Source: an optimization exercise on an open RTL-to-GDS flow (aim: small area and a short achievable clock period). Production flows keep margins and buffers that such runs may drop. The RTL was checked by simulation tests, not by an equivalence proof against the original design. Power figures rest on the tool's default switching activity, not on a simulated workload.

--- design.v ---
package scope_pkg;
  typedef logic [7:0] sample_t;   
  typedef logic [9:0] addr_t;
  typedef struct packed {
    logic    en;
    logic    last;   
    addr_t   adr;
    sample_t dat;
  } ram_wr_t;
  typedef struct packed {
    logic  cyc;
    logic  stb;
    addr_t adr;
  } wb_req_t;
  typedef struct packed {
    logic    ack;
    sample_t dat;
  } wb_rsp_t;
  typedef struct packed {
    logic [3:0] hundreds;
    logic [3:0] tens;
    logic [3:0] units;
  } vopp_digits_t;
  localparam sample_t     SEED_LEVEL = 8'd112;   
  localparam int unsigned VOPP_SCALE = 4;
  localparam sample_t     VOPP_SAT   = 8'd250;   
endpackage
`timescale 1ns/1ps
module scope_top (
  input  logic       clk_AD,
  input  logic       reset,
  input  logic [7:0] data_in,
  input  logic       trigger,
  input  logic       wb_cyc,
  input  logic       wb_stb,
  input  logic [9:0] wb_adr,
  output logic       wb_ack,
  output logic [7:0] wb_dat,
  output logic       capturing,
  output logic [3:0] vopp_hundreds,
  output logic [3:0] vopp_tens,
  output logic [3:0] vopp_units
);
  localparam int FRAME_LEN = 640;
  localparam int NB        = FRAME_LEN / 4;
  localparam logic [7:0] SEED_LEVEL = 8'd112;
  logic [9:0] wr_adr;
  logic       trig_ok;
  logic       last_wr;
  logic       cap_n;      
  logic [9:0] wr_adr_n;   
  assign trig_ok = !capturing && trigger && data_in[7];
  assign last_wr = capturing && (wr_adr == 10'(FRAME_LEN - 1));
  always_comb begin
    if (reset) begin
      cap_n = 1'b0;
    end else if (trig_ok) begin
      cap_n = 1'b1;
    end else if (last_wr) begin
      cap_n = 1'b0;
    end else begin
      cap_n = capturing;
    end
    if (trig_ok) begin
      wr_adr_n = '0;
    end else if (capturing) begin
      wr_adr_n = wr_adr + 1'b1;
    end else begin
      wr_adr_n = wr_adr;
    end
  end
  always_ff @(posedge clk_AD) begin
    capturing <= cap_n;
    wr_adr    <= wr_adr_n;
  end
  logic [1:0] ph;
  logic [1:0] ph_n;
  logic [3:0] m;          
  logic [3:1] pv;         
  logic [3:1] pv_n;
  logic [9:0] pa [4];     
  logic [7:0] pd [4];     
  logic       m0_r;       
  logic       live0_r;    
  logic [3:1] mp_r;       
  logic       pend_r;     
  logic [7:0] bank_r;     
  logic [1:0] st_r;       
  logic [3:1] mp_n;
  logic [7:0] bank_n;
  logic [1:0] st_n;
  assign pa[0] = wr_adr;
  assign pd[0] = data_in;
  assign ph_n  = ph + 1'b1;
  assign m[0]   = m0_r && !reset;
  assign m[3:1] = mp_r;
  assign pv_n[1] = capturing && !reset && !m[0];
  assign pv_n[2] = pv[1] && !m[1];
  assign pv_n[3] = pv[2] && !m[2];
  assign mp_n[1] = pv_n[1] && (pa[0][1:0] == ph_n);
  assign mp_n[2] = pv_n[2] && (pa[1][1:0] == ph_n);
  assign mp_n[3] = pv_n[3] && (pa[2][1:0] == ph_n);
  always_comb begin
    if (mp_n[3]) begin
      bank_n = pa[2][9:2];
      st_n   = 2'd3;
    end else if (mp_n[2]) begin
      bank_n = pa[1][9:2];
      st_n   = 2'd2;
    end else if (mp_n[1]) begin
      bank_n = pa[0][9:2];
      st_n   = 2'd1;
    end else begin
      bank_n = wr_adr_n[9:2];
      st_n   = 2'd1;
    end
  end
  always_ff @(posedge clk_AD) begin
    ph      <= ph_n;
    pv      <= pv_n;
    pa[1]   <= pa[0];
    pa[2]   <= pa[1];
    pa[3]   <= pa[2];
    pd[1]   <= pd[0];
    pd[2]   <= pd[1];
    pd[3]   <= pd[2];
    m0_r    <= cap_n && (wr_adr_n[1:0] == ph_n);
    live0_r <= cap_n && (wr_adr_n[1:0] == ph_n) && (wr_adr_n[9:2] == 8'd0);
    mp_r    <= mp_n;
    pend_r  <= |mp_n;
    bank_r  <= bank_n;
    st_r    <= st_n;
  end
  logic       ins_en;
  logic [7:0] ins_bank;
  logic [7:0] ins_dat;
  logic       live0;      
  assign ins_en   = pend_r || m[0];
  assign ins_bank = bank_r;
  assign live0    = live0_r && !reset;
  always_comb begin
    if (!pend_r) begin
      ins_dat = pd[0];
    end else if (st_r == 2'd3) begin
      ins_dat = pd[3];
    end else if (st_r == 2'd2) begin
      ins_dat = pd[2];
    end else begin
      ins_dat = pd[1];
    end
  end
  logic [7:0] words [4*NB];
  for (genvar b = 0; b < NB; b++) begin : g_bank
    logic [7:0] p0;
    logic [7:0] p1;
    logic [7:0] p2;
    logic [7:0] p3;
    logic       sel;
    logic [7:0] din;
    if (b == 0) begin : g_live
      assign sel = live0 || (ins_en && (ins_bank == 8'(b)));
      assign din = live0 ? pd[0] : ins_dat;
    end else begin : g_shared
      assign sel = ins_en && (ins_bank == 8'(b));
      assign din = ins_dat;
    end
    always_ff @(posedge clk_AD) begin
      p0 <= p1;
      p1 <= p2;
      p2 <= p3;
      p3 <= sel ? din : p0;
    end
    assign words[4*b]   = p0;
    assign words[4*b+1] = p1;
    assign words[4*b+2] = p2;
    assign words[4*b+3] = p3;
  end
  logic [7:0] tr [4][256];
  logic [7:0] rd_pl [4];   
  always_comb begin
    for (int i = 0; i < 4; i++) begin
      for (int b = 0; b < 256; b++) tr[i][b] = (b < NB) ? words[4*b+i] : '0;
      for (int l = 0; l < 8; l++) begin
        for (int b = 0; b < (256 >> (l + 1)); b++) begin
          tr[i][b] = wb_adr[2+l] ? tr[i][2*b+1] : tr[i][2*b];
        end
      end
      rd_pl[i] = tr[i][0];
    end
  end
  logic       rd_req;
  logic [3:1] rd_hit;
  assign rd_req = wb_cyc && wb_stb && !wb_ack;
  for (genvar s = 1; s < 4; s++) begin : g_hit
    assign rd_hit[s] = pv[s] && (pa[s] == wb_adr);
  end
  always_ff @(posedge clk_AD) begin
    if (reset) begin
      wb_ack <= 1'b0;
    end else begin
      wb_ack <= rd_req;
    end
  end
  logic [7:0] rd_q [4];
  logic [1:0] rd_pos;
  logic [7:0] hit_dat;
  always_comb begin
    if (rd_hit[1]) begin
      hit_dat = pd[1];
    end else if (rd_hit[2]) begin
      hit_dat = pd[2];
    end else begin
      hit_dat = pd[3];
    end
  end
  always_ff @(posedge clk_AD) begin
    for (int i = 0; i < 4; i++) begin
      rd_q[i] <= (|rd_hit) ? hit_dat : rd_pl[i];
    end
    rd_pos <= wb_adr[1:0] - ph;
  end
  assign wb_dat = rd_q[rd_pos];
  logic [7:0] max_reg;
  logic [7:0] min_reg;
  logic [7:0] max_nxt;
  logic [7:0] min_nxt;
  logic [7:0] vopp;
  always_comb begin
    max_nxt = (data_in > max_reg) ? data_in : max_reg;
    min_nxt = (data_in < min_reg) ? data_in : min_reg;
  end
  always_ff @(posedge clk_AD) begin
    if (reset) begin
      max_reg <= SEED_LEVEL;
      min_reg <= SEED_LEVEL;
      vopp    <= '0;
    end else if (capturing) begin
      if (last_wr) begin
        vopp    <= max_nxt - min_nxt;
        max_reg <= SEED_LEVEL;
        min_reg <= SEED_LEVEL;
      end else begin
        max_reg <= max_nxt;
        min_reg <= min_nxt;
      end
    end
  end
  logic [5:0]  refresh_cnt;
  logic        tick;
  logic [11:0] disp;
  assign tick = &refresh_cnt;
  always_ff @(posedge clk_AD) begin
    if (reset) begin
      refresh_cnt <= '0;
    end else begin
      refresh_cnt <= refresh_cnt + 1'b1;
    end
  end
  always_comb begin
    case (vopp)
      8'd0: disp = 12'h000;
      8'd1: disp = 12'h004;
      8'd2: disp = 12'h008;
      8'd3: disp = 12'h012;
      8'd4: disp = 12'h016;
      8'd5: disp = 12'h020;
      8'd6: disp = 12'h024;
      8'd7: disp = 12'h028;
      8'd8: disp = 12'h032;
      8'd9: disp = 12'h036;
      8'd10: disp = 12'h040;
      8'd11: disp = 12'h044;
      8'd12: disp = 12'h048;
      8'd13: disp = 12'h052;
      8'd14: disp = 12'h056;
      8'd15: disp = 12'h060;
      8'd16: disp = 12'h064;
      8'd17: disp = 12'h068;
      8'd18: disp = 12'h072;
      8'd19: disp = 12'h076;
      8'd20: disp = 12'h080;
      8'd21: disp = 12'h084;
      8'd22: disp = 12'h088;
      8'd23: disp = 12'h092;
      8'd24: disp = 12'h096;
      8'd25: disp = 12'h100;
      8'd26: disp = 12'h104;
      8'd27: disp = 12'h108;
      8'd28: disp = 12'h112;
      8'd29: disp = 12'h116;
      8'd30: disp = 12'h120;
      8'd31: disp = 12'h124;
      8'd32: disp = 12'h128;
      8'd33: disp = 12'h132;
      8'd34: disp = 12'h136;
      8'd35: disp = 12'h140;
      8'd36: disp = 12'h144;
      8'd37: disp = 12'h148;
      8'd38: disp = 12'h152;
      8'd39: disp = 12'h156;
      8'd40: disp = 12'h160;
      8'd41: disp = 12'h164;
      8'd42: disp = 12'h168;
      8'd43: disp = 12'h172;
      8'd44: disp = 12'h176;
      8'd45: disp = 12'h180;
      8'd46: disp = 12'h184;
      8'd47: disp = 12'h188;
      8'd48: disp = 12'h192;
      8'd49: disp = 12'h196;
      8'd50: disp = 12'h200;
      8'd51: disp = 12'h204;
      8'd52: disp = 12'h208;
      8'd53: disp = 12'h212;
      8'd54: disp = 12'h216;
      8'd55: disp = 12'h220;
      8'd56: disp = 12'h224;
      8'd57: disp = 12'h228;
      8'd58: disp = 12'h232;
      8'd59: disp = 12'h236;
      8'd60: disp = 12'h240;
      8'd61: disp = 12'h244;
      8'd62: disp = 12'h248;
      8'd63: disp = 12'h252;
      8'd64: disp = 12'h256;
      8'd65: disp = 12'h260;
      8'd66: disp = 12'h264;
      8'd67: disp = 12'h268;
      8'd68: disp = 12'h272;
      8'd69: disp = 12'h276;
      8'd70: disp = 12'h280;
      8'd71: disp = 12'h284;
      8'd72: disp = 12'h288;
      8'd73: disp = 12'h292;
      8'd74: disp = 12'h296;
      8'd75: disp = 12'h300;
      8'd76: disp = 12'h304;
      8'd77: disp = 12'h308;
      8'd78: disp = 12'h312;
      8'd79: disp = 12'h316;
      8'd80: disp = 12'h320;
      8'd81: disp = 12'h324;
      8'd82: disp = 12'h328;
      8'd83: disp = 12'h332;
      8'd84: disp = 12'h336;
      8'd85: disp = 12'h340;
      8'd86: disp = 12'h344;
      8'd87: disp = 12'h348;
      8'd88: disp = 12'h352;
      8'd89: disp = 12'h356;
      8'd90: disp = 12'h360;
      8'd91: disp = 12'h364;
      8'd92: disp = 12'h368;
      8'd93: disp = 12'h372;
      8'd94: disp = 12'h376;
      8'd95: disp = 12'h380;
      8'd96: disp = 12'h384;
      8'd97: disp = 12'h388;
      8'd98: disp = 12'h392;
      8'd99: disp = 12'h396;
      8'd100: disp = 12'h400;
      8'd101: disp = 12'h404;
      8'd102: disp = 12'h408;
      8'd103: disp = 12'h412;
      8'd104: disp = 12'h416;
      8'd105: disp = 12'h420;
      8'd106: disp = 12'h424;
      8'd107: disp = 12'h428;
      8'd108: disp = 12'h432;
      8'd109: disp = 12'h436;
      8'd110: disp = 12'h440;
      8'd111: disp = 12'h444;
      8'd112: disp = 12'h448;
      8'd113: disp = 12'h452;
      8'd114: disp = 12'h456;
      8'd115: disp = 12'h460;
      8'd116: disp = 12'h464;
      8'd117: disp = 12'h468;
      8'd118: disp = 12'h472;
      8'd119: disp = 12'h476;
      8'd120: disp = 12'h480;
      8'd121: disp = 12'h484;
      8'd122: disp = 12'h488;
      8'd123: disp = 12'h492;
      8'd124: disp = 12'h496;
      8'd125: disp = 12'h500;
      8'd126: disp = 12'h504;
      8'd127: disp = 12'h508;
      8'd128: disp = 12'h512;
      8'd129: disp = 12'h516;
      8'd130: disp = 12'h520;
      8'd131: disp = 12'h524;
      8'd132: disp = 12'h528;
      8'd133: disp = 12'h532;
      8'd134: disp = 12'h536;
      8'd135: disp = 12'h540;
      8'd136: disp = 12'h544;
      8'd137: disp = 12'h548;
      8'd138: disp = 12'h552;
      8'd139: disp = 12'h556;
      8'd140: disp = 12'h560;
      8'd141: disp = 12'h564;
      8'd142: disp = 12'h568;
      8'd143: disp = 12'h572;
      8'd144: disp = 12'h576;
      8'd145: disp = 12'h580;
      8'd146: disp = 12'h584;
      8'd147: disp = 12'h588;
      8'd148: disp = 12'h592;
      8'd149: disp = 12'h596;
      8'd150: disp = 12'h600;
      8'd151: disp = 12'h604;
      8'd152: disp = 12'h608;
      8'd153: disp = 12'h612;
      8'd154: disp = 12'h616;
      8'd155: disp = 12'h620;
      8'd156: disp = 12'h624;
      8'd157: disp = 12'h628;
      8'd158: disp = 12'h632;
      8'd159: disp = 12'h636;
      8'd160: disp = 12'h640;
      8'd161: disp = 12'h644;
      8'd162: disp = 12'h648;
      8'd163: disp = 12'h652;
      8'd164: disp = 12'h656;
      8'd165: disp = 12'h660;
      8'd166: disp = 12'h664;
      8'd167: disp = 12'h668;
      8'd168: disp = 12'h672;
      8'd169: disp = 12'h676;
      8'd170: disp = 12'h680;
      8'd171: disp = 12'h684;
      8'd172: disp = 12'h688;
      8'd173: disp = 12'h692;
      8'd174: disp = 12'h696;
      8'd175: disp = 12'h700;
      8'd176: disp = 12'h704;
      8'd177: disp = 12'h708;
      8'd178: disp = 12'h712;
      8'd179: disp = 12'h716;
      8'd180: disp = 12'h720;
      8'd181: disp = 12'h724;
      8'd182: disp = 12'h728;
      8'd183: disp = 12'h732;
      8'd184: disp = 12'h736;
      8'd185: disp = 12'h740;
      8'd186: disp = 12'h744;
      8'd187: disp = 12'h748;
      8'd188: disp = 12'h752;
      8'd189: disp = 12'h756;
      8'd190: disp = 12'h760;
      8'd191: disp = 12'h764;
      8'd192: disp = 12'h768;
      8'd193: disp = 12'h772;
      8'd194: disp = 12'h776;
      8'd195: disp = 12'h780;
      8'd196: disp = 12'h784;
      8'd197: disp = 12'h788;
      8'd198: disp = 12'h792;
      8'd199: disp = 12'h796;
      8'd200: disp = 12'h800;
      8'd201: disp = 12'h804;
      8'd202: disp = 12'h808;
      8'd203: disp = 12'h812;
      8'd204: disp = 12'h816;
      8'd205: disp = 12'h820;
      8'd206: disp = 12'h824;
      8'd207: disp = 12'h828;
      8'd208: disp = 12'h832;
      8'd209: disp = 12'h836;
      8'd210: disp = 12'h840;
      8'd211: disp = 12'h844;
      8'd212: disp = 12'h848;
      8'd213: disp = 12'h852;
      8'd214: disp = 12'h856;
      8'd215: disp = 12'h860;
      8'd216: disp = 12'h864;
      8'd217: disp = 12'h868;
      8'd218: disp = 12'h872;
      8'd219: disp = 12'h876;
      8'd220: disp = 12'h880;
      8'd221: disp = 12'h884;
      8'd222: disp = 12'h888;
      8'd223: disp = 12'h892;
      8'd224: disp = 12'h896;
      8'd225: disp = 12'h900;
      8'd226: disp = 12'h904;
      8'd227: disp = 12'h908;
      8'd228: disp = 12'h912;
      8'd229: disp = 12'h916;
      8'd230: disp = 12'h920;
      8'd231: disp = 12'h924;
      8'd232: disp = 12'h928;
      8'd233: disp = 12'h932;
      8'd234: disp = 12'h936;
      8'd235: disp = 12'h940;
      8'd236: disp = 12'h944;
      8'd237: disp = 12'h948;
      8'd238: disp = 12'h952;
      8'd239: disp = 12'h956;
      8'd240: disp = 12'h960;
      8'd241: disp = 12'h964;
      8'd242: disp = 12'h968;
      8'd243: disp = 12'h972;
      8'd244: disp = 12'h976;
      8'd245: disp = 12'h980;
      8'd246: disp = 12'h984;
      8'd247: disp = 12'h988;
      8'd248: disp = 12'h992;
      8'd249: disp = 12'h996;
      8'd250: disp = 12'h999;
      8'd251: disp = 12'h999;
      8'd252: disp = 12'h999;
      8'd253: disp = 12'h999;
      8'd254: disp = 12'h999;
      8'd255: disp = 12'h999;
      default: disp = 12'h999;
    endcase
  end
  always_ff @(posedge clk_AD) begin
    if (reset) begin
      {vopp_hundreds, vopp_tens, vopp_units} <= '0;
    end else if (tick) begin
      {vopp_hundreds, vopp_tens, vopp_units} <= disp;
    end
  end
endmodule
--- run.sh ---
#!/bin/bash
# synth_recipe.tcl (not shown) runs the flow's synth.tcl, then flattens the netlist and writes it again
# the make line also repeats each setting of config.mk as NAME=value (left out here)
make -C /OpenROAD-flow-scripts/flow DESIGN_CONFIG=/design/flow/config.mk WORK_HOME=/design/flow/orfs CLKGATE_MAP_FILE= SYNTH_SCRIPT=/design/flow/synth_recipe.tcl finish
--- config.mk ---
export PLATFORM = sky130hd
export DESIGN_NAME = scope_top
export DESIGN_NICKNAME = scope_top
export VERILOG_FILES = /design/flow/design.v
export SDC_FILE = /design/flow/constraint.sdc
export NUM_CORES = 4
export LEC_CHECK = 0
export ABC_CLOCK_PERIOD_IN_PS = 2500
export CAP_MARGIN = 5
export CORE_MARGIN = 2
export CORE_UTILIZATION = 65
export CTS_CLUSTER_DIAMETER = 100
export CTS_CLUSTER_SIZE = 25
export SETUP_SLACK_MARGIN = 3.0
export SLEW_MARGIN = 5
export SYNTH_MEMORY_MAX_BITS = 8192
--- constraint.sdc ---
create_clock -name core_clock -period 5.8 [get_ports {clk_AD}]
set_input_delay 1.1600 -clock core_clock [delete_from_list [all_inputs] [get_ports {clk_AD}]]
set_output_delay 1.1600 -clock core_clock [all_outputs]
set_load 0.01 [all_outputs]
==> results of run 1 <==
-- synth_stat cells, drive strengths merged, types with 6 or more instances --
| cell type | instances | share of area |
|---|---|---|
| dfxtp | 5282 | 0.64 |
| mux4 | 1678 | 0.23 |
| nand2 | 1553 | 0.036 |
| o21ai | 1324 | 0.040 |
| clkbuf | 563 | 0.013 |
| buf | 203 | 0.0060 |
| nor2 | 129 | 0.0030 |
| a21oi | 97 | 0.0030 |
| nand3 | 62 | 0.0019 |
| xnor2 | 44 | 0.0023 |
| inv | 40 | 0.00091 |
| mux2 | 40 | 0.0027 |
| nand2b | 40 | 0.0015 |
| mux2i | 35 | 0.0021 |
| a31o | 32 | 0.0017 |
| ha | 29 | 0.0022 |
| nor3 | 29 | 0.00088 |
| a211oi | 20 | 0.00091 |
| nand4 | 16 | 0.00061 |
| xor2 | 13 | 0.00069 |
| o211ai | 12 | 0.00055 |
| a31oi | 11 | 0.00042 |
| nand3b | 11 | 0.00050 |
| o22ai | 7 | 0.00027 |
| a221oi | 6 | 0.00032 |
| a22oi | 6 | 0.00027 |
| and3 | 6 | 0.00023 |
| nor2b | 6 | 0.00023 |
| nor4 | 6 | 0.00023 |
-- path summary, 6_finish.rpt --
path                       end  slack, ps  cells past startpoint
min          g_bank[140].p1[5]        320                      0
max                  wb_dat[5]       2220                      3
max reg2reg            vopp[7]       2750                     14
min reg2reg  g_bank[140].p1[5]        320                      0
-- metal layers --
layer | up-vias | part of all wire | routed length [µm] | track usage
li1 | 40600 | - | - | -
met1 | 47200 | 0.43 | 185000 | 0.481
met2 | 2929 | 0.46 | 196000 | 0.517
met3 | 546 | 0.071 | 30200 | 0.0624
met4 | 10 | 0.032 | 13600 | 0.101
met5 | - | 0.00019 | 79 | 0
-- final cells by class --
| class | instances | area (µm²) | share of cell area |
|---|---|---|---|
| timing repair buffer | 422 | 6470 | 0.0360 |
| clock inverter | 14 | 254 | 0.00141 |
| inverter | 43 | 173 | 0.000960 |
| multi-input combinational | 5272 | 57100 | 0.317 |
| clock buffer | 235 | 5870 | 0.0326 |
| sequential | 5282 | 106000 | 0.588 |
| tap | 3348 | 4190 | 0.0233 |
| antenna | 6 | 15.0 | 0.0000835 |
-- worst reg2reg max path: stages, from the launching register on --
cell and delay, ps:
dfxtp_2 360, inv_2 50, ha_4 200, or3_4 390
o21ai_4 80, nor3_4 70, nor2_4 130, buf_12 140
buf_4 110, buf_6 90, mux2i_4 290, xor2_2 420
o311ai_4 160, a41o_1 220, a2111oi_2 260
-- placed cells by master, fill, tap and decap left out, types with 74 or more instances in the layout --
| master | netlist | layout |
|---|---|---|
| dfxtp_1 | 5282 | 5263 |
| mux4_2 | 1678 | 1678 |
| nand2_1 | 1553 | 1392 |
| o21ai_0 | 1322 | 1311 |
| clkbuf_16 | 0 | 244 |
| buf_4 | 7 | 156 |
| nor2_1 | 128 | 116 |
| nand2_4 | 0 | 107 |
| a21oi_1 | 97 | 84 |
| buf_16 | 0 | 74 |
-- stage by stage --
step | power [µW] | cell area, µm²
global placement | 39900 | 168000
finish | 57700 | 180000
CTS | 57800 | 179000
floorplan | 39300 | 166000
global route | 59400 | 180000
detailed placement | 39900 | 168000
-- cells by family (layout without fill, tap and decap cells) --
kind of cell | count (synthesis) | count (layout) | synth area share
compound gates | 1557 | 1557 | 0.0500
xor+xnor | 57 | 57 | 0.00304
fa+ha+maj | 30 | 30 | 0.00233
buf+inv | 809 | 714 | 0.0199
flops | 5282 | 5282 | 0.644
mux | 1753 | 1753 | 0.235
other cells | 0 | 6 | 0
simple gates | 1875 | 1875 | 0.0454
-- repair_timing --
| item | CTS | global route |
|---|---|---|
| setup endpoints to repair | 1357 | 1065 |
| buffers inserted | 96 | 38 |
| gates resized for setup | 599 | 110 |
| hold buffers | 0 | 0 |
| pin swaps | 37 | 32 |
| cloned | 59 | 10 |
-- where the power goes --
| group | total (µW) | switching [µW] | internal, µW |
|---|---|---|---|
| logic | 2810 | 1610 | 1200 |
| clock network | 18100 | 10900 | 7280 |
| registers | 36800 | 212 | 36600 |
==> flow_summary.toml, run 1 <==
[clock_tree]
clkSlewWorstSetupHoldPaths_ps = 100
tritoncts = "built"
cts_sinks = 5282
cts_buffers = 230
htree_num_levels = 4
cts_root_buf = "clkbuf_16"
cts.path.max_buffers = 3
clkLatencyLatePin_ps = 940

[timing]
tns_ps = 0
fin_crit_ps = 3580
fin_skew_ps = 45.8
final_max_slew_viol_count = 0
maxSlewHeadroom = 0.226
finalSetupViolations = 0
finalWorstSetupSlack_ps = 2220
timing.fmax_ghz = 0.279
holdWs_ps = 323
rsz0062_at_grt = "yes"
worst_pin_slew_ps = 1160
min_period_over_period = 0.618
hold_viol_final = 0

[critical_path]
worstPathMaxFanout = 7
worstPathCellList = "buf_6 > mux4_2 > buf_6"
crit_top_cell = "buf_6"
critical-path-slowest-cell = "mux4_2"
crit-reg2reg-launch = "min_reg[2]"
critPathTopFamily = "multiplexers"
crit_required_ps = 4640
critPathLaunch = "rd_pos[0]"
worst-path-buf-inv = 2
cp-end-kind = "primary output"
cp.arrival_ps = 2420
max_stage_delay_ps = 660
startpoint_type = "flop"
crit_type = "reg2out"

[routing]
routed_wirelength_mm = 425
first_pass_iters = 7
vias = 91300
post-route-drc-count = 0
drt_iter0_markers = 8544
vias_per_cell = 6.24
wl_per_cell_um = 29.1
ant_nets = 0

[cells_and_area]
layout.cells.non_filler = 14600
post-route-util = 0.716
final.fill_count = 16400
syn_to_final_growth_pct = 9.57
fin_nets = 11300
layout-drive-gt1-share = 0.239

[floorplanning]
die_w_um = 506
fp-row-count = 184
die_h_um = 506
start_util = 0.653
core_um2 = 251000
ios = 45
die_area_um2 = 257000

[placed_design]
detailed_place_hpwl_mm = 277
place.gp.congestion = 0.910
dp_cells = 14200
place_ws_ps = 795
placement.io_buffers = 44

[pwr]
ir_drop_mv = 0.382
powerDensity_nw_per_um2 = 321
leakage_uw = 0.0669

[worst_hold_path]
hold_class = "reg2reg"
hp-start = "g_bank[140].p2[5]"

[global_route]
grt_pass1_wl_mm = 626
grt_overflow = 0
grtUsageTotal = 0.332
grt_max_degree = 161
antenna_found_initial = 20
grt_pass1_vias = 92900

[synth]
synth-async-reset-ratio = 0
synthFlopType = "dfxtp_1"
synth_cell_type_count = 66
ys_warn_count = 7
synthCells = 11400
seq_area_frac_synth = 0.644
syn-num-nets = 11400
syn_area_per_cell_um2 = 14.4
netlist_area_um2 = 164000
synth_edf_count = 0
synth_seq_cells = 5282

[flow_run]
max_cap_violations = 0

[outcome]
status = "complete, no violations"
==> run 2, diff against run 1 <==
--- a/config.mk
+++ b/config.mk
@@ -8,3 +8,3 @@
 export ABC_CLOCK_PERIOD_IN_PS = 2500
-export CAP_MARGIN = 5
+export CAP_MARGIN = 20
 export CORE_MARGIN = 2
@@ -14,3 +14,3 @@
 export SETUP_SLACK_MARGIN = 3.0
-export SLEW_MARGIN = 5
+export SLEW_MARGIN = 20
 export SYNTH_MEMORY_MAX_BITS = 8192
==> run 2 against run 1 <==
Sequential share of layout area unchanged. Count of clock-buffer cells in the layout unchanged. Critical path type unchanged. Largest cell class unchanged. Utilization unchanged. Worst setup slack unchanged.
==> flow_summary.toml, run 2 <==
[outcome]
status = "complete, no violations"

[cells_and_area]
multi_input_area_um2 = 57100
final_common_cell = "dfxtp_1"
syn_to_final_growth_pct = 9.57
layout_common_cells = "5263 x dfxtp_1, 1678 x mux4_2, 1392 x nand2_1, 1311 x o21ai_0, 244 x clkbuf_16"
fin_nets = 11300
final.fill_count = 16400
post-route-util = 0.716
seqCellArea_um2 = 106000
layout-drive-gt1-share = 0.239
fin_area_um2 = 180000

[synth]
synth_edf_count = 0
syn-num-nets = 11400
yosysTopAreaCellShare = 0.644
synth_largest_area_cell = "dfxtp_1"
synth_area_leaders = "dfxtp_1 64%, mux4_2 23%, o21ai_0 4.0%, nand2_1 3.6%, clkbuf_1 1.3%"
seq_area_frac_synth = 0.644
synthFlopType = "dfxtp_1"
synth.most_common_cell = "dfxtp_1"
synth-async-reset-ratio = 0
synth_cell_type_count = 66
netlist_area_um2 = 164000
synth_commonest_cells = "5282 x dfxtp_1, 1678 x mux4_2, 1553 x nand2_1"
synthCells = 11400
synth_seq_cells = 5282
ys_warn_count = 7
syn_area_per_cell_um2 = 14.4

[routing]
wl_per_cell_um = 29.1
first_pass_iters = 7
vias_per_cell = 6.24
drt_iter0_markers = 8544
vias = 91300
ant_nets = 0
routed_wirelength_mm = 425
post-route-drc-count = 0

[placed_design]
placed_area_um2 = 168000
place.gp.congestion = 0.910
placement.io_buffers = 44
detailed_place_hpwl_mm = 277

[clock_tree]
tritoncts = "built"
cts_buffers = 230
htree_num_levels = 4
cts_root_buf = "clkbuf_16"
clkSlewWorstSetupHoldPaths_ps = 100
cts.path.max_buffers = 3
clkLatencyLatePin_ps = 940
cts_sinks = 5282

[pwr]
clockPowerShare = 0.314
p_int_uw = 45100
powerDensity_nw_per_um2 = 321
p_comb_frac = 0.049
switching_share = 0.220
fin_total_pwr_uw = 57700
p_switching_uw = 12700
p_seq_frac = 0.637
ir_drop_mv = 0.382
leakage_uw = 0.0669

[worst_hold_path]
hold_class = "reg2reg"

[timing]
hold_viol_final = 0
worst_pin_slew_ps = 1160
holdWs_ps = 323
fin_crit_ps = 3580
final_max_slew_viol_count = 0
rsz0062_at_grt = "yes"
finalSetupViolations = 0
timing.fmax_ghz = 0.279
tns_ps = 0
fin_skew_ps = 45.8
min_period_over_period = 0.618
maxSlewHeadroom = 0.226

[floorplanning]
die_w_um = 506
start_util = 0.653
fp-row-count = 184
die_area_um2 = 257000
core_um2 = 251000
ios = 45
die_h_um = 506

[critical_path]
worstPathMaxFanout = 7
cp-end-kind = "primary output"
cp.arrival_ps = 2420
crit_required_ps = 4640
crit_type = "reg2out"
startpoint_type = "flop"

[global_route]
grt_overflow = 0
grt_pass1_wl_mm = 626
grtUsageTotal = 0.332
grt_max_degree = 161
antenna_found_initial = 20
grt_pass1_vias = 92900

[flow_run]
max_cap_violations = 0
[run 2: logic make-up (layout without fill, tap and decap cells)]
family / Yosys count / after routing / share of synthesized area
AOI/OAI and AO/OA: 1557 / 1557 / 0.0500
xor gates and xnor gates: 57 / 57 / 0.00304
adders and majority gates: 30 / 30 / 0.00233
buffers and inverters: 809 / 714 / 0.0199
DFF: 5282 / 5282 / 0.644
muxes: 1753 / 1753 / 0.235
other: 0 / 6 / 0
and+or+nand+nor: 1875 / 1875 / 0.0454
[run 2: final timing paths]
kind                                        start           endpoint  slack (ps)  cells after the start
worst min-delay path            g_bank[140].p2[5]  g_bank[140].p1[5]         320                      0
worst min register to register  g_bank[140].p2[5]  g_bank[140].p1[5]         320                      0
worst max-delay path                    rd_pos[0]          wb_dat[5]        2220                      3
worst max register to register         min_reg[2]            vopp[7]        2750                     14
[run 2: stage by stage]
step / std cells / setup WS (ps)
floorplan: 11400 / 2070
global placement: 14200 / 839
detailed placement: 14200 / 795
CTS: 14600 / 2160
global route: 14600 / 2190
finish: 14600 / 2220
[run 2: routing by layer]
metal  routed length (µm)  share of wire  up-vias  track usage
met5                   79        0.00019        -            0
met4                13600          0.032       10        0.101
met3                30200          0.071      546       0.0624
met2               196000           0.46     2929        0.517
met1               185000           0.43    47200        0.481
li1                     -              -    40600            -
[run 2: critical path: stages, from the launching register on]
cell,delay [ps]
dfxtp_4,500
buf_6,130
mux4_2,660
buf_6,190
[run 2: power groups by stage]
stage	Clock, µW	Sequential [µW]	Combinational, µW
after floorplan	0	37500	1740
after global placement	0	37600	2290
after detailed placement	0	37600	2310
after CTS	18300	36800	2710
after global routing	19600	36800	2950
final	18100	36800	2810
[run 2: timing repair]
action                                  4_1_cts  5_1_grt
pin swaps                                    37       32
hold buffers                                  0        0
cloned                                       59       10
setup buffers                                96       38
gates resized for setup                     599      110
endpoints found under the setup margin     1357     1065
[run 2: cell type report]
class	instances	share of cell area
repair buffers	422	0.0360
inverters	43	0.000960
clock buffers	235	0.0326
well taps	3348	0.0233
clock inverters	14	0.00141
diodes	6	0.0000835
flip-flops and latches	5282	0.588
multi-input cells	5272	0.317
==> run 3, diff against run 2 <==
--- a/design.v
+++ b/design.v
@@ -86,3 +86,4 @@
   logic       pend_r;     
-  logic [7:0] bank_r;     
+  logic [9:0] bank_hi_r;  
+  logic [15:0] bank_lo_r;  
   logic [1:0] st_r;       
@@ -130,3 +131,4 @@
     pend_r  <= |mp_n;
-    bank_r  <= bank_n;
+    for (int i = 0; i < 10; i++) bank_hi_r[i] <= (bank_n[7:4] == 4'(i));
+    for (int i = 0; i < 16; i++) bank_lo_r[i] <= (bank_n[3:0] == 4'(i));
     st_r    <= st_n;
@@ -134,3 +136,3 @@
   logic       ins_en;
-  logic [7:0] ins_bank;
+  logic [9:0] ins_hi;     
   logic [7:0] ins_dat;
@@ -138,3 +140,3 @@
   assign ins_en   = pend_r || m[0];
-  assign ins_bank = bank_r;
+  assign ins_hi   = bank_hi_r & {10{ins_en}};
   assign live0    = live0_r && !reset;
@@ -160,6 +162,6 @@
     if (b == 0) begin : g_live
-      assign sel = live0 || (ins_en && (ins_bank == 8'(b)));
+      assign sel = live0 || (ins_hi[b / 16] && bank_lo_r[b % 16]);
       assign din = live0 ? pd[0] : ins_dat;
     end else begin : g_shared
-      assign sel = ins_en && (ins_bank == 8'(b));
+      assign sel = ins_hi[b / 16] && bank_lo_r[b % 16];
       assign din = ins_dat;
@@ -177,13 +179,16 @@
   end
-  logic [7:0] tr [4][256];
-  logic [7:0] rd_pl [4];   
+  localparam int NG = 2;
+  logic [7:0] tr [4][NG][128];
+  logic [7:0] rd_pl [4][NG];   
   always_comb begin
     for (int i = 0; i < 4; i++) begin
-      for (int b = 0; b < 256; b++) tr[i][b] = (b < NB) ? words[4*b+i] : '0;
-      for (int l = 0; l < 8; l++) begin
-        for (int b = 0; b < (256 >> (l + 1)); b++) begin
-          tr[i][b] = wb_adr[2+l] ? tr[i][2*b+1] : tr[i][2*b];
+      for (int g = 0; g < NG; g++) begin
+        for (int b = 0; b < 128; b++) tr[i][g][b] = (128 * g + b < NB) ? words[4*(128*g+b)+i] : '0;
+        for (int l = 0; l < 7; l++) begin
+          for (int b = 0; b < (128 >> (l + 1)); b++) begin
+            tr[i][g][b] = wb_adr[2+l] ? tr[i][g][2*b+1] : tr[i][g][2*b];
+          end
         end
+        rd_pl[i][g] = tr[i][g][0];
       end
-      rd_pl[i] = tr[i][0];
     end
@@ -203,5 +208,9 @@
   end
-  logic [7:0] rd_q [4];
+  logic [7:0] rd_q [4][NG];
+  logic [7:0] rd_hit_d;
   logic [1:0] rd_pos;
+  logic       any_hit;
   logic [7:0] hit_dat;
+  assign rd_pos  = wb_adr[1:0] - ph;
+  assign any_hit = |rd_hit;
   always_comb begin
@@ -217,7 +226,16 @@
     for (int i = 0; i < 4; i++) begin
-      rd_q[i] <= (|rd_hit) ? hit_dat : rd_pl[i];
+      for (int g = 0; g < NG; g++) begin
+        rd_q[i][g] <= (!any_hit && (rd_pos == 2'(i)) && (wb_adr[9] == 1'(g))) ? rd_pl[i][g] : '0;
+      end
+    end
+    rd_hit_d <= any_hit ? hit_dat : '0;
+  end
+  always_comb begin
+    wb_dat = rd_hit_d;
+    for (int i = 0; i < 4; i++) begin
+      for (int g = 0; g < NG; g++) begin
+        wb_dat = wb_dat | rd_q[i][g];
+      end
     end
-    rd_pos <= wb_adr[1:0] - ph;
   end
-  assign wb_dat = rd_q[rd_pos];
   logic [7:0] max_reg;
@@ -227,5 +245,21 @@
   logic [7:0] vopp;
+  logic [8:0] up;       
+  logic [8:0] down;     
+  logic       above;    
+  logic       below;    
+  logic [7:0] span;     
   always_comb begin
-    max_nxt = (data_in > max_reg) ? data_in : max_reg;
-    min_nxt = (data_in < min_reg) ? data_in : min_reg;
+    up      = {1'b0, data_in} - {1'b0, min_reg};
+    down    = {1'b0, max_reg} - {1'b0, data_in};
+    above   = down[8];
+    below   = up[8];
+    max_nxt = above ? data_in : max_reg;
+    min_nxt = below ? data_in : min_reg;
+    if (above) begin
+      span = up[7:0];
+    end else if (below) begin
+      span = down[7:0];
+    end else begin
+      span = max_reg - min_reg;
+    end
   end
@@ -238,3 +272,3 @@
       if (last_wr) begin
-        vopp    <= max_nxt - min_nxt;
+        vopp    <= span;
         max_reg <= SEED_LEVEL;
--- a/config.mk
+++ b/config.mk
@@ -7,3 +7,3 @@
 export LEC_CHECK = 0
-export ABC_CLOCK_PERIOD_IN_PS = 2500
+export ABC_CLOCK_PERIOD_IN_PS = 2000
 export CAP_MARGIN = 20
@@ -13,3 +13,3 @@
 export CTS_CLUSTER_SIZE = 25
-export SETUP_SLACK_MARGIN = 3.0
+export SETUP_SLACK_MARGIN = 3.5
 export SLEW_MARGIN = 20
==> run 3 against run 2 <==
Synthesized cell count up 6.2%. Utilization up 2.3 points. Highest routed layer unchanged. Power up 1.7%. First-iteration DRC count up 27%. Final area up 4.3%. Clock power about the same.
==> flow_summary.toml, run 3 <==
[timing]
min_period_over_period = 0.526
final_max_slew_viol_count = 0
maxSlewHeadroom = 0.267
timing.fmax_ghz = 0.328
tns_ps = 0
holdWs_ps = 329
rsz0062_at_grt = "yes"
worst_pin_slew_ps = 1100
fin_crit_ps = 3050
finalSetupViolations = 0
finalWorstSetupSlack_ps = 2750
hold_viol_final = 0
fin_skew_ps = 34.6

[critical_path]
startpoint_type = "flop"
rr_worst_depth = 6
reg2reg_setup_slack_ps = 3260
max_stage_delay_ps = 360
crit-reg2reg-launch = "ph[0]"
critical-path-slowest-cell = "dfxtp_1"
worstPathMaxFanout = 1
cp-end-kind = "primary output"
worstPathCellList = "nor3_1 > nand3_2 > buf_6"
crit_type = "reg2out"
r2r_end = "rd_q[0][3]"
crit_required_ps = 4640
cp-endpoint = "wb_dat[3]"
critPathLaunch = "rd_hit_d[3]"
cp.arrival_ps = 1890

[synth]
synth.most_common_cell = "dfxtp_1"
seq_area_frac_synth = 0.645
ys_warn_count = 7
yosysTopAreaCellShare = 0.645
synth_area_leaders = "dfxtp_1 64%, mux4_2 19%, o21ai_0 4.1%, nand2_1 3.6%, mux2i_1 1.3%"
netlist_area_um2 = 166000
synth_edf_count = 0
syn-num-nets = 12100
syn_area_per_cell_um2 = 13.7
synth_commonest_cells = "5338 x dfxtp_1, 1608 x nand2_1, 1412 x mux4_2"
synthFlopType = "dfxtp_1"
synth_cell_type_count = 72
synthCells = 12100
synth-async-reset-ratio = 0
synth_seq_cells = 5338
synth_largest_area_cell = "dfxtp_1"

[cells_and_area]
post-route-util = 0.739
layout.cells.non_filler = 15600
layout-drive-gt1-share = 0.258
final_common_cell = "dfxtp_1"
layout_common_cells = "5287 x dfxtp_1, 1412 x mux4_2, 1410 x nand2_1, 1326 x o21ai_0, 319 x buf_4"
fin_nets = 12200
syn_to_final_growth_pct = 13.2

[placed_design]
placement.io_buffers = 44
dp_cells = 14900
place_ws_ps = 604
detailed_place_hpwl_mm = 294
place.gp.congestion = 0.935

[global_route]
grt_overflow = 0
grt_pass1_vias = 99100
grtUsageTotal = 0.360
met2_usage = 0.546
grt_use_met1 = 0.514
grt_pass1_wl_mm = 679
use_met3 = 0.0828
grt_max_degree = 113
grt.busiest_layer = "met2"
antenna_found_initial = 23

[clock_tree]
clkSlewWorstSetupHoldPaths_ps = 100
htree_num_levels = 4
cts_sinks = 5338
cts_root_buf = "clkbuf_16"
tritoncts = "built"
cts.path.max_buffers = 3
cts_hold_buf = 0
cts_buffers = 231
clkLatencyLatePin_ps = 930

[routing]
vias = 99600
drt_iter0_markers = 10900
routed_wirelength_mm = 472
first_pass_iters = 7
wl_per_cell_um = 30.3
post-route-drc-count = 0
ant_nets = 0
vias_per_cell = 6.39

[floorplanning]
ios = 45
die_area_um2 = 259000
fp-row-count = 185
core_um2 = 254000
die_w_um = 509
start_util = 0.653
die_h_um = 509

[pwr]
leakage_uw = 0.0692
powerDensity_nw_per_um2 = 313
ir_drop_mv = 0.353

[worst_hold_path]
hold_class = "reg2reg"

[outcome]
status = "complete, no violations"

[flow_run]
max_cap_violations = 0
-- run 3: changes by cell type after synthesis, moves of 31 or more --
cell	previous run	this run
mux2_2	40	7
clkbuf_1	563	515
a31o_1	31	0
o22ai_1	7	60
a22oi_1	6	289
nand2_1	1553	1608
buf_2	106	163
o21ai_0	1322	1367
a21oi_1	97	205
buf_4	7	59
mux2i_1	35	222
mux4_2	1678	1412
dfxtp_1	5282	5338
-- run 3: power breakdown --
part / switching, µW / total [µW] / internal [µW]
logic: 1870 / 3250 / 1370
registers: 193 / 37100 / 36900
clock network: 11100 / 18400 / 7330
-- run 3: cell families (layout without fill, tap and decap cells) --
logic type,after synthesis,count (layout),share of synthesized area
and+or+nand+nor,2009,2012,0.0487
DFF,5338,5338,0.645
other,0,4,0
AOI/OAI and AO/OA,2107,2107,0.0717
muxes,1641,1641,0.206
buffers and inverters,876,1011,0.0232
xor gates and xnor gates,64,64,0.00338
adders and majority gates,33,33,0.00263
-- run 3: per-stage QoR --
| stage | instance area [µm²] | total power [µW] |
|---|---|---|
| CTS | 185000 | 58500 |
| detailed placement | 170000 | 40200 |
| global placement | 170000 | 40200 |
| global route | 188000 | 60200 |
| finish | 188000 | 58700 |
| floorplan | 169000 | 39500 |
-- run 3: worst min-delay path by stage --
stage,startpoint,endpoint,slack [ps],depth (start not counted)
floorplan,g_bank[102].p1[0],g_bank[102].p0[0],330,0
global placement,g_bank[154].p3[1],g_bank[154].p2[1],330,0
detailed placement,g_bank[46].p3[5],g_bank[46].p2[5],330,0
CTS,g_bank[141].p1[4],g_bank[141].p0[4],320,0
global route,g_bank[15].p3[3],g_bank[15].p2[3],330,0
finish,g_bank[2].p3[2],g_bank[2].p2[2],330,0
-- run 3: area by class of cell --
type | count | area, µm²
Multi-Input combinational cell | 5857 | 59800
Fill cell | 16100 | 66300
Sequential cell | 5338 | 107000
Inverter | 40 | 185
Antenna cell | 4 | 10.0
Timing Repair Buffer | 723 | 10300
Clock buffer | 237 | 5930
Tap cell | 3366 | 4210
Clock inverter | 11 | 209
-- run 3: worst max-delay path: cells and delay by family, from the launching register on --
| kind | cells | cell delay, ps |
|---|---|---|
| buf+inv | 1 | 170 |
| flops | 1 | 360 |
| simple gates | 2 | 440 |
-- run 3: routing by layer --
| layer | vias to the layer above | wire length, µm |
|---|---|---|
| met5 | - | 92 |
| met4 | 16 | 19200 |
| met3 | 805 | 44000 |
| met1 | 51000 | 197000 |
| met2 | 4271 | 212000 |
| li1 | 43500 | - |
-- run 3: what timing repair did --
item | in CTS | in global routing
gates resized for setup | 1135 | 345
setup endpoints to repair | 1433 | 638
setup buffers | 228 | 144
gates cloned | 82 | 13
pin swaps | 134 | 148
==> run 4, diff against run 3 <==
--- a/config.mk
+++ b/config.mk
@@ -7,3 +7,3 @@
 export LEC_CHECK = 0
-export ABC_CLOCK_PERIOD_IN_PS = 2000
+export ABC_CLOCK_PERIOD_IN_PS = 2500
 export CAP_MARGIN = 20
@@ -13,3 +13,3 @@
 export CTS_CLUSTER_SIZE = 25
-export SETUP_SLACK_MARGIN = 3.5
+export SETUP_SLACK_MARGIN = 3.0
 export SLEW_MARGIN = 20
==> run 4 against run 3 <==
Cell count is 1.5% lower. Clock skew is 12 ps higher. Register-to-register slack worse by 220 ps. Power is 0.83% lower. Hold slack worse by 2.6 ps. Die area stayed put. Area after synthesis stayed put. Count of clock-buffer cells in the layout is 3 lower. Routed wire length is 4.6% lower. Non-clock buffer count is 244 lower. Largest power group unchanged.
==> flow_summary.toml, run 4 <==
[clock_tree]
tritoncts = "built"
cts_sinks = 5338
htree_num_levels = 4
cts_hold_buf = 0
clkSlewWorstSetupHoldPaths_ps = 100
cts.path.max_buffers = 3
clkLatencyLatePin_ps = 940
cts_buffers = 232
cts_root_buf = "clkbuf_16"

[critical_path]
worstPathMaxFanout = 1
crit_type = "reg2out"
crit_required_ps = 4640
startpoint_type = "flop"
cp.arrival_ps = 2070
cp-end-kind = "primary output"

[global_route]
grt_use_met1 = 0.492
grt_max_degree = 161
antenna_found_initial = 17
grt_pass1_wl_mm = 654
use_met3 = 0.0712
grtUsageTotal = 0.345
grt_overflow = 0
grt_pass1_vias = 97400
met2_usage = 0.530
grt.busiest_layer = "met2"

[outcome]
status = "complete, no violations"

[placed_design]
place_ws_ps = 1010
place.gp.congestion = 1.00
placement.io_buffers = 44
detailed_place_hpwl_mm = 294

[cells_and_area]
syn_to_final_growth_pct = 9.44
seqCellArea_um2 = 107000
final_common_cell = "dfxtp_1"
final.fill_count = 16900
layout-drive-gt1-share = 0.215
layout_common_cells = "5311 x dfxtp_1, 1438 x nand2_1, 1412 x mux4_2, 1342 x o21ai_0, 250 x buf_4"
multi_input_area_um2 = 57400
fin_nets = 12000

[routing]
vias_per_cell = 6.31
drt_iter0_markers = 10200
first_pass_iters = 6
ant_nets = 0
routed_wirelength_mm = 451
post-route-drc-count = 0
wl_per_cell_um = 29.4
vias = 96800

[timing]
finalSetupViolations = 0
finalWorstSetupSlack_ps = 2570
final_max_slew_viol_count = 0
fin_crit_ps = 3230
maxSlewHeadroom = 0.139
worst_pin_slew_ps = 1290
fin_skew_ps = 46.4
hold_viol_final = 0
min_period_over_period = 0.557
rsz0062_at_grt = "yes"
timing.fmax_ghz = 0.310
tns_ps = 0

[synth]
synth_compound_area_frac = 0.0717
seq_area_frac_synth = 0.645
synthCells = 12100
synth_xor_area_frac = 0.00338
synthMuxAreaShare = 0.206
netlist_area_um2 = 166000
synth_area_leaders = "dfxtp_1 64%, mux4_2 19%, o21ai_0 4.1%, nand2_1 3.6%, mux2i_1 1.3%"
syn_area_per_cell_um2 = 13.7
synth_top_family_by_area = "multiplexers"
synth.most_common_cell = "dfxtp_1"
yosys.area_share.adder = 0.00263
synth_cell_type_count = 72
synth_edf_count = 0
synth_largest_area_cell = "dfxtp_1"
synth-async-reset-ratio = 0
ys_warn_count = 7
synth_seq_cells = 5338
synthSimpleGateAreaFrac = 0.0487
synthFlopType = "dfxtp_1"
yosysTopAreaCellShare = 0.645
synth_commonest_cells = "5338 x dfxtp_1, 1608 x nand2_1, 1412 x mux4_2"
syn-num-nets = 12100

[pwr]
switching_share = 0.222
p_comb_frac = 0.048
clockPowerShare = 0.316
powerDensity_nw_per_um2 = 321
ir_drop_mv = 0.358
p_int_uw = 45300
p_seq_frac = 0.636
p_switching_uw = 12900
leakage_uw = 0.0668

[worst_hold_path]
hold_class = "reg2reg"

[floorplanning]
die_h_um = 509
fp-row-count = 185
die_w_um = 509
start_util = 0.653
ios = 45
core_um2 = 254000
die_area_um2 = 259000

[flow_run]
max_cap_violations = 0
run 4: cell types whose count changed in the layout (fill, tap and decap cells not counted), moves of 39 or more:
| cell | before | now |
|---|---|---|
| buf_6 | 100 | 34 |
| a21oi_1 | 101 | 153 |
| a22oi_1 | 178 | 244 |
| a22oi_2 | 111 | 45 |
| buf_4 | 319 | 250 |
| buf_12 | 118 | 60 |
| buf_16 | 103 | 64 |
run 4: critical path, stage by stage (launching register included):
cell and delay (ps):
dfxtp_4 400, nor3_4 380, nand3_2 190, buf_6 170
run 4: layout make-up:
type	count	share of cell area
Tap cell	3366	0.0232
Timing Repair Buffer	479	0.0357
Inverter	40	0.000917
Multi-Input combinational cell	5856	0.317
Antenna cell	7	0.0000966
Clock buffer	234	0.0323
Sequential cell	5338	0.589
Clock inverter	15	0.00188
run 4: power groups by stage:
stage	Clock [µW]	Combinational [µW]	Sequential [µW]
finish	18400	2790	37000
global placement	0	2320	37900
CTS	18500	2660	37000
floorplan	0	1660	37800
global route	19800	2910	37100
detailed placement	0	2350	37900
run 4: stage by stage:
step | cell area, µm² | hold WS, ps | instances | utilization | total power, µW
floorplan | 167000 | 326 | 12100 | - | 39500
global placement | 170000 | 327 | 14900 | 0.668 | 40200
detailed placement | 170000 | 331 | 14900 | 0.668 | 40200
CTS | 180000 | 323 | 15200 | 0.708 | 58200
global route | 181000 | 329 | 15300 | 0.714 | 59700
finish | 181000 | 327 | 15300 | 0.714 | 58200
run 4: path summary, 6_finish.rpt:
| check | start | endpoint | slack [ps] | cells after the start |
|---|---|---|---|---|
| setup / recovery | rd_q[1][5] | wb_dat[5] | 2570 | 3 |
| hold reg to reg | g_bank[147].p1[4] | g_bank[147].p0[4] | 330 | 0 |
| hold / removal | g_bank[147].p1[4] | g_bank[147].p0[4] | 330 | 0 |
| setup reg to reg | vopp[1] | vopp_tens[0] | 3040 | 9 |
run 4: logic make-up after synthesis:
logic type	Yosys count
DFF	5338
AOI/OAI and AO/OA	2107
and+or+nand+nor	2009
muxes	1641
buffers and inverters	876
xor gates and xnor gates	64
adders and majority gates	33
run 4: per-layer routing:
metal  wire (µm)  vias up
met5         215        -
met4       17400        6
met3       37600      707
met2      205000     3738
met1      190000    49400
li1            -    42900
run 4: timing repair:
item,4_1_cts,5_1_grt
cloned,42,11
endpoints found under the setup margin,1424,481
buffers inserted,66,82
resized for setup,594,175
pin swaps,40,41
==> run 5, diff against run 4 <==
==> flow/run.sh (new file) <==
#!/bin/bash
# The standard layout (the standard.sh: ORFS synthesis to finish), with one
# change: the resizer may pick any drive strength of a cell when it repairs
# timing and design rules (the platform's MATCH_CELL_FOOTPRINT=1 keeps each
# cell within its own footprint, which in sky130hd rules out upsizing).
# make's full output goes to flow_make.log in the folder this runs in; ORFS's
# per-step logs are under orfs/logs/.
set -euo pipefail
bash standard.sh MATCH_CELL_FOOTPRINT=0 finish > flow_make.log 2>&1
==> standard.sh (new file) <==
#!/bin/bash
# synth_recipe.tcl (not shown) runs the flow's synth.tcl, then flattens the netlist and writes it again
# the make line also repeats each setting of config.mk as NAME=value (left out here)
make -C /OpenROAD-flow-scripts/flow DESIGN_CONFIG=/design/flow/config.mk WORK_HOME=/design/flow/orfs CLKGATE_MAP_FILE= SYNTH_SCRIPT=/design/flow/synth_recipe.tcl "${@:-finish}"
removed: run.sh
==> run 5 against run 4 <==
Via count is essentially flat. Highest routed layer unchanged. Area after synthesis did not move. Routed wire length is essentially flat. Clock power hardly changed. Non-clock buffer count up 27. First-iteration DRC count shrank 1.9%. Still clean on timing, DRC and antenna. Combinational power is 4% lower. Power shrank 0.36%. Die area unchanged. Critical endpoint is now wb_dat[4]. Largest power group unchanged. Worst setup slack improved by 100 ps.
==> flow_summary.toml, run 5 <==
[outcome]
status = "complete, no violations"

[synth]
netlist_area_um2 = 166000
syn-num-nets = 12100
ys_warn_count = 7
syn_area_per_cell_um2 = 13.7
seq_area_frac_synth = 0.645
synth_commonest_cells = "5338 x dfxtp_1, 1608 x nand2_1, 1412 x mux4_2"
yosysTopAreaCellShare = 0.645
synth_area_leaders = "dfxtp_1 64%, mux4_2 19%, o21ai_0 4.1%, nand2_1 3.6%, mux2i_1 1.3%"
synth_cell_type_count = 72
synth-async-reset-ratio = 0
synthFlopType = "dfxtp_1"
synth_edf_count = 0
synth_largest_area_cell = "dfxtp_1"
synth.most_common_cell = "dfxtp_1"
synthCells = 12100
synth_seq_cells = 5338

[placed_design]
place.gp.congestion = 0.917
placement.io_buffers = 44
placed_area_um2 = 169000
detailed_place_hpwl_mm = 296
place_ws_ps = 666
dp_cells = 14900

[routing]
post-route-drc-count = 0
drt_iter0_markers = 10000
top_layer_used = "met5"
routed_wirelength_mm = 451
route.met2.wl_mm = 206
vias = 96800
wl_per_cell_um = 29.4
wl_met3_mm = 34.6
wl_met1_mm = 192
vias_per_cell = 6.30
first_pass_iters = 8
ant_nets = 0

[critical_path]
critPathTopFamily = "simple AND/OR/NAND/NOR gates"
max_stage_delay_ps = 350
worstPathMaxFanout = 1
cp.arrival_ps = 1960
worst-path-buf-inv = 1
worstPathCellList = "nor4_4 > nand3_4 > buf_6"
cp-end-kind = "primary output"
crit_type = "reg2out"
startpoint_type = "flop"
crit_required_ps = 4640
critical-path-slowest-cell = "dfxtp_2"

[floorplanning]
fp-row-count = 185
die_w_um = 509
start_util = 0.653
die_area_um2 = 259000
ios = 45
core_um2 = 254000
die_h_um = 509

[clock_tree]
cts_sinks = 5338
tritoncts = "built"
cts_hold_buf = 0
cts_root_buf = "clkbuf_16"
cts.path.max_buffers = 3
cts_buffers = 232
clkSlewWorstSetupHoldPaths_ps = 100
htree_num_levels = 4
clkLatencyLatePin_ps = 940

[cells_and_area]
layout-drive-gt1-share = 0.216
syn_to_final_growth_pct = 9.31
final_common_cell = "dfxtp_1"
layout_common_cells = "5303 x dfxtp_1, 1474 x nand2_1, 1412 x mux4_2, 1344 x o21ai_0, 276 x clkbuf_16"
final.fill_count = 17000
fin_area_um2 = 181000
layout.cells.non_filler = 15400
fin_nets = 12000

[timing]
fin_skew_ps = 44.2
fin_crit_ps = 3120
final_max_slew_viol_count = 0
worst_pin_slew_ps = 1210
min_period_over_period = 0.539
timing.fmax_ghz = 0.320
tns_ps = 0
rsz0062_at_grt = "yes"
hold_viol_final = 0
finalWorstSetupSlack_ps = 2680
maxSlewHeadroom = 0.185
finalSetupViolations = 0

[worst_hold_path]
hold_class = "reg2reg"

[global_route]
antenna_found_initial = 10
grtUsageTotal = 0.347
grt_pass1_vias = 97400
grt_overflow = 0
grt_pass1_wl_mm = 659
grt_max_degree = 121

[pwr]
ir_drop_mv = 0.329
powerDensity_nw_per_um2 = 320
leakage_uw = 0.0666

[flow_run]
max_cap_violations = 0
==> run 5: kinds of logic after synthesis <==
| logic type | synth area share |
|---|---|
| compound gates | 0.0717 |
| xor+xnor | 0.00338 |
| fa+ha+maj | 0.00263 |
| buf+inv | 0.0232 |
| flops | 0.645 |
| mux | 0.206 |
| simple gates | 0.0487 |
==> run 5: power by group <==
group | leakage (µW) | internal (µW) | switching [µW]
registers | 0.0430 | 36900 | 171
clock network | 0.00301 | 7240 | 11000
logic | 0.0206 | 1060 | 1630
==> run 5: final cells by class <==
type	instances	area, µm²	area share
multi-input cells	5857	57300	0.316
diodes	3	7.51	0.0000414
clock inverters	18	339	0.00187
flip-flops and latches	5338	107000	0.590
repair buffers	506	6450	0.0356
inverters	40	170	0.000939
well taps	3366	4210	0.0232
clock buffers	232	5810	0.0320
==> run 5: per-layer routing <==
layer	vias to the layer above	GRT usage
li1	43000	-
met3	745	0.0593
met2	3536	0.536
met4	8	0.129
met1	49500	0.498
met5	-	0
==> run 5: metrics by stage <==
step / hold slack [ps] / util / power (µW)
after floorplan: 326 / - / 39500
after global placement: 326 / 0.667 / 40100
after detailed placement: 331 / 0.667 / 40200
after CTS: 316 / 0.707 / 58100
after global routing: 332 / 0.714 / 59600
final: 318 / 0.714 / 58000
==> run 5: worst paths after layout <==
kind | from | end | slack [ps] | cells after the start
setup / recovery | rd_q[5][4] | wb_dat[4] | 2680 | 3
hold / removal | g_bank[145].p2[2] | g_bank[145].p1[2] | 320 | 0
setup reg to reg | ph[0] | rd_q[6][1] | 3030 | 8
hold reg to reg | g_bank[145].p2[2] | g_bank[145].p1[2] | 320 | 0
==> run 5: what timing repair did <==
| action | CTS | global route |
|---|---|---|
| cloned | 47 | 10 |
| pin swaps | 43 | 43 |
| buffers inserted | 100 | 71 |
| gates resized for setup | 568 | 167 |
| endpoints found under the setup margin | 1029 | 348 |
==> run 5: worst register-to-register path, stage by stage, from the launching register on <==
cell and delay, ps:
dfxtp_1 510, ha_1 220, xor2_1 220, xnor2_2 190, buf_4 200, nor2_4 310
and3_4 480, nand3_4 220, o211ai_1 300

[afterwards: timing with drivers on the ports]
The results above use ideal ports. As a check the final layouts listed here were re-extracted and re-timed, cells and wires unchanged. Step 1: set_driving_cell puts a clkbuf_16 on clk_AD and a buf_2 on each other input, an assumption about the parent block. Step 2 also shifts input and output timing later by t, the mid clock arrival at the registers, as if the neighbouring blocks saw the same clock. Three values: ideal, step 1, step 2; two values: the first two.
run	t (ns)	slack for setup (ns)	worst hold slack (ns)	clock arrival spread, ns
run 1	1.018	2.216 / 2.035 / 1.017	0.323 / 0.323 / 0.323	0.047 / 0.047
run 2	1.018	2.216 / 2.035 / 1.017	0.323 / 0.323 / 0.323	0.047 / 0.047
run 3	1.006	2.750 / 2.257 / 1.251	0.329 / 0.329 / 0.329	0.040 / 0.040
run 4	1.034	2.572 / 2.453 / 1.473	0.327 / 0.327 / 0.327	0.051 / 0.051
run 5	1.013	2.675 / 2.417 / 1.404	0.318 / 0.318 / 0.318	0.053 / 0.052
After both steps every run listed still meets setup and hold. The setup slack of run 3, which loses most, moves by -0.493 ns with the drivers and by -1.499 ns with both steps.
